From an optimization exercise on the open Yosys and OpenROAD flow, aimed at small area, a short achievable clock period and few clock cycles per item; shortcuts taken in it are not production practice. Power figures rest on the tool's default switching activity, not on a simulated workload.

==> flow/design.v <==
`timescale 1ns/10ps
package lc4_isa_pkg;
   localparam int WORD_W    = 16;  
   localparam int REG_SEL_W = 3;   
   localparam int NZP_W     = 3;
   localparam logic [3:0] OP_ARITH = 4'b0001;
   localparam logic [3:0] OP_LOGIC = 4'b0101;
   localparam logic [3:0] OP_CONST = 4'b1001;
   localparam logic [2:0] ARITH_ADD = 3'b000;
   localparam logic [2:0] ARITH_SUB = 3'b010;
   localparam logic [2:0] LOGIC_AND = 3'b000;
   localparam logic [2:0] LOGIC_NOT = 3'b001;
   localparam logic [2:0] LOGIC_OR  = 3'b010;
   localparam logic [2:0] LOGIC_XOR = 3'b011;
   localparam logic [NZP_W-1:0] NZP_NEG  = 3'b100;
   localparam logic [NZP_W-1:0] NZP_ZERO = 3'b010;
   localparam logic [NZP_W-1:0] NZP_POS  = 3'b001;
   typedef struct packed {
      logic [3:0]           opcode;
      logic [REG_SEL_W-1:0] rd;
      logic [REG_SEL_W-1:0] rs;
      logic [2:0]           sub;   
      logic [REG_SEL_W-1:0] rt;
   } insn_reg_t;
   typedef struct packed {
      logic [3:0]           opcode;
      logic [REG_SEL_W-1:0] rd;
      logic [REG_SEL_W-1:0] rs;
      logic                 imm_flag;  
      logic [4:0]           imm5;
   } insn_imm_t;
   typedef struct packed {
      logic [3:0]           opcode;
      logic [REG_SEL_W-1:0] rd;
      logic [8:0]           imm9;  
   } insn_cst_t;
   typedef union packed {
      insn_reg_t r;
      insn_imm_t i;
      insn_cst_t c;
   } lc4_insn_u;
endpackage
`timescale 1ns/10ps
package lc4_pipe_pkg;
   localparam int WORD_W    = 16;
   localparam int REG_SEL_W = 3;
   localparam int NZP_W     = 3;
   typedef enum logic [1:0] {
      STALL_NONE  = 2'd0,  
      STALL_SPLIT = 2'd1,  
      STALL_RESET = 2'd2   
   } stall_e;
   typedef struct packed {
      logic [REG_SEL_W-1:0] rs_sel;
      logic                              rs_re;
      logic [REG_SEL_W-1:0] rt_sel;
      logic                              rt_re;
      logic [REG_SEL_W-1:0] rd_sel;
      logic                              rf_we;
      logic                              nzp_we;
   } ctrl_t;
   typedef struct packed {
      stall_e                           stall;
      logic [WORD_W-1:0]   pc;
      logic [WORD_W-1:0]                insn;  
      ctrl_t                            ctrl;
   } issue_t;
   typedef struct packed {
      logic                              we;
      logic [REG_SEL_W-1:0] sel;
      logic [WORD_W-1:0]    data;
   } wr_port_t;
   typedef struct packed {
      stall_e                            stall;
      logic [WORD_W-1:0]    pc;
      logic [WORD_W-1:0]    insn;
      logic                              rf_we;
      logic [REG_SEL_W-1:0] wsel;
      logic [WORD_W-1:0]    wdata;
      logic                              nzp_we;
      logic [NZP_W-1:0]     nzp;
   } commit_t;
endpackage
`timescale 1ns/10ps
`timescale 1ns/10ps
`timescale 1ns/10ps
`timescale 1ns/10ps
`timescale 1ns/10ps
`timescale 1ns/10ps
module lc4_superscalar #(
   parameter logic [lc4_isa_pkg::WORD_W-1:0] START_PC = 16'h8200
) (
   input  logic                            gwe,
   input  logic                            i_rst,
   output logic [lc4_isa_pkg::WORD_W-1:0]  o_pc,
   input  lc4_isa_pkg::lc4_insn_u          i_insn_a,
   input  lc4_isa_pkg::lc4_insn_u          i_insn_b,
   output lc4_pipe_pkg::commit_t           o_commit_a,
   output lc4_pipe_pkg::commit_t           o_commit_b
);
   logic [15:0] pc_q;
   always_ff @(posedge gwe) begin
      if (i_rst) pc_q <= START_PC;
      else       pc_q <= pc_q + 16'd1;
   end
   assign o_pc = pc_q;
   logic        d_v;
   logic [15:0] d_insn;
   logic [7:0]  d_rs1h, d_rt1h;    
   always_ff @(posedge gwe) begin
      d_v    <= !i_rst;
      d_insn <= i_insn_a;
      d_rs1h <= 8'd1 << i_insn_a[8:6];
      d_rt1h <= 8'd1 << i_insn_a[2:0];
   end
   logic        x_v, x_we, x_fa, x_fb, x_sub;
   logic [15:0] x_insn, x_a, x_b;
   logic        w_v, w_we, w_z;
   logic [15:0] w_insn, w_data, w_pc;
   logic [15:0] regs [8];
   logic        d_wr, d_imm, d_sub;
   logic [2:0]  d_rs, d_rt;
   logic [15:0] d_a, d_b;
   assign d_wr  = (d_insn[15:12] == 4'b0001) || (d_insn[15:12] == 4'b0101) ||
                  (d_insn[15:12] == 4'b1001);
   assign d_imm = d_insn[5];
   assign d_sub = d_insn[15:12] == 4'b0001 && d_insn[5:3] == 3'b010;
   assign d_rs  = d_insn[8:6];
   assign d_rt  = d_insn[2:0];
   logic [15:0] rd_s, rd_t;
   always_comb begin
      rd_s = '0;
      rd_t = '0;
      for (int r = 0; r < 8; r++) begin
         rd_s = rd_s | (regs[r] & {16{d_rs1h[r]}});
         rd_t = rd_t | (regs[r] & {16{d_rt1h[r]}});
      end
   end
   assign d_a   = (w_we && w_insn[11:9] == d_rs) ? w_data : rd_s;
   assign d_b   = d_imm ? {{11{d_insn[4]}}, d_insn[4:0]} :
                  (w_we && w_insn[11:9] == d_rt) ? w_data : rd_t;
   always_ff @(posedge gwe) begin
      if (i_rst) begin
         x_v  <= 1'b0;
         x_we <= 1'b0;
      end else begin
         x_v  <= d_v;
         x_we <= d_v && d_wr;
      end
      x_insn <= d_insn;
      x_sub  <= d_sub;
      x_a    <= d_a;
      x_b    <= d_b;
      x_fa   <= x_we && (x_insn[11:9] == d_rs);
      x_fb   <= x_we && !d_imm && (x_insn[11:9] == d_rt);
   end
   logic [15:0] op_a, bb, g, p, gg, pp, sum, res;
   logic        is_arith, is_logic, is_const, is_imm;
   logic        s_sum, s_and, s_not, s_or, s_xor;
   assign is_arith = x_insn[15:12] == 4'b0001;
   assign is_logic = x_insn[15:12] == 4'b0101;
   assign is_const = x_insn[15:12] == 4'b1001;
   assign is_imm   = x_insn[5];
   assign s_sum    = is_arith && (is_imm || !x_insn[3]);    
   assign s_and    = is_logic && (is_imm || x_insn[4:3] == 2'b00);
   assign s_not    = is_logic && !is_imm && x_insn[4:3] == 2'b01;
   assign s_or     = is_logic && !is_imm && x_insn[4:3] == 2'b10;
   assign s_xor    = is_logic && !is_imm && x_insn[4:3] == 2'b11;
   assign op_a = x_fa ? w_data : x_a;
   assign bb   = x_fb ? (w_data ^ {16{x_sub}}) : (x_b ^ {16{x_sub}});   
   assign g    = op_a & bb;
   assign p    = op_a ^ bb;
   always_comb begin
      logic [15:0] gn, pn;
      gg    = g;
      pp    = p;
      gg[0] = g[0] | (p[0] & x_sub);
      for (int d = 1; d < 16; d = d * 2) begin
         gn = gg;
         pn = pp;
         for (int i = d; i < 16; i++) begin
            gn[i] = gg[i] | (pp[i] & gg[i-d]);
            pn[i] = pp[i] & pp[i-d];
         end
         gg = gn;
         pp = pn;
      end
   end
   assign sum = p ^ {gg[14:0], x_sub};
   logic [15:0] res_ns, t;
   logic        z_sum, res_z;
   assign res_ns = ({16{s_and}} & g) |
                   ({16{s_not}} & ~op_a) |
                   ({16{s_or}}  & (g | p)) |
                   ({16{s_xor}} & p) |
                   ({16{is_const}} & {{7{x_insn[8]}}, x_insn[8:0]});
   assign res    = ({16{s_sum}} & sum) | res_ns;
   assign t      = op_a | bb;
   assign z_sum  = &(p ~^ {t[14:0], x_sub});
   assign res_z  = s_sum ? z_sum : (res_ns == 16'd0);
   always_ff @(posedge gwe) begin
      if (i_rst) begin
         w_v  <= 1'b0;
         w_we <= 1'b0;
         w_pc <= START_PC - 16'd3;
      end else begin
         w_v  <= x_v;
         w_we <= x_we;
         w_pc <= w_pc + 16'd1;
      end
      w_insn <= x_insn;
      w_data <= res;
      w_z    <= res_z;
   end
   logic [15:0] rf_wd;
   assign rf_wd = w_data & ~{16{i_rst}};
   always_ff @(posedge gwe) begin
      for (int r = 0; r < 8; r++)
         if (i_rst || (w_we && w_insn[11:9] == 3'(r))) regs[r] <= rf_wd;
   end
   always_comb begin
      o_commit_a.stall  = w_v ? lc4_pipe_pkg::STALL_NONE : lc4_pipe_pkg::STALL_SPLIT;
      o_commit_a.pc     = w_pc;
      o_commit_a.insn   = w_insn;
      o_commit_a.rf_we  = w_we;
      o_commit_a.wsel   = w_insn[11:9];
      o_commit_a.wdata  = w_data;
      o_commit_a.nzp_we = w_we;
      o_commit_a.nzp    = {w_data[15], w_z, !w_data[15] && !w_z};
   end
   assign o_commit_b = {lc4_pipe_pkg::STALL_SPLIT, 56'd0};
endmodule
export LEC_CHECK = 0
export ABC_AREA = 1
export CAP_MARGIN = 20
export CORE_MARGIN = 2
export CORE_UTILIZATION = 40
export CTS_CLUSTER_DIAMETER = 150
export CTS_CLUSTER_SIZE = 26
export SETUP_SLACK_MARGIN = 3.2
export SLEW_MARGIN = 20
create_clock -name core_clock -period 5.5 [get_ports {gwe}]
standard.sh (not shown) runs the stock make flow with config.mk's settings and CLKGATE_MAP_FILE= SYNTH_SCRIPT=/design/flow/synth_recipe.tcl, a recipe that flattens the netlist after the stock synthesis.
==> flow/flow/run.sh <==
#!/bin/bash
# The standard layout with two changes: synthesis leaves adders to abc (no
# full/half-adder cells), and the ports get plain buffers, not delay cells.
set -euo pipefail
bash standard.sh ADDER_MAP_FILE= "BUFFER_PORTS_ARGS=-buffer_cell sky130_fd_sc_hd__buf_2" finish > standard.log 2>&1
Change:
--- a/flow/design.v
+++ b/flow/design.v
@@ -194,12 +194,12 @@
                    ({16{s_or}}  & (g | p)) |
                    ({16{s_xor}} & p) |
                    ({16{is_const}} & {{7{x_insn[8]}}, x_insn[8:0]});
    assign res    = ({16{s_sum}} & sum) | res_ns;
    assign t      = op_a | bb;
-   assign z_sum  = &(p ~^ {t[14:0], x_sub});
-   assign res_z  = s_sum ? z_sum : (res_ns == 16'd0);
+   assign z_sum  = &(p[15:8] ~^ t[14:7]);
+   assign res_z  = (res[7:0] == 8'd0) && (s_sum ? z_sum : (res_ns[15:8] == 8'd0));
    always_ff @(posedge gwe) begin
       if (i_rst) begin
          w_v  <= 1'b0;
          w_we <= 1'b0;
          w_pc <= START_PC - 16'd3;
Count of clock-buffer cells in the layout increases by 1.
Cell area decreases by about 1.5%.
Synthesized cell count decreases by 3.2%.
Final cell count decreases by 2.1%.
Clock skew decreases by 4.0 ps.
Routed wire length decreases by 8.3%.
Total power decreases by 1.9%.
Die area decreases by 2.8%.
Synthesized area decreases by 2.8%.
Clock power is about the same.
First-iteration DRC count increases by 15%.
No functional check of the RTL was part of any run of this note.

port drivers added, routing unchanged:
Ports are ideal in the flow. The routed layouts listed here were re-timed in OpenROAD.
Step 1: set_driving_cell puts a clkbuf_16 on gwe and a buf_2 on each other input, an assumption about the parent block.
Step 2 also shifts input and output timing later by t, the mid clock arrival at the registers, as if the neighbouring blocks saw the same clock.
Slacks: ideal / step 1 / step 2; pairs: ideal / step 1.
run | t (ns) | setup slack, ns | worst register clock-pin slew, ns
the first run | 0.540 | 3.231 / 3.180 / 2.869 | 0.12 / 0.12
the second run | 0.540 | 3.239 / 3.186 / 2.927 | 0.12 / 0.12
After both steps every run listed still meets setup and hold. For the first run, which loses most, drivers alone change the setup slack by -0.051 ns; drivers and shift together by -0.362 ns.
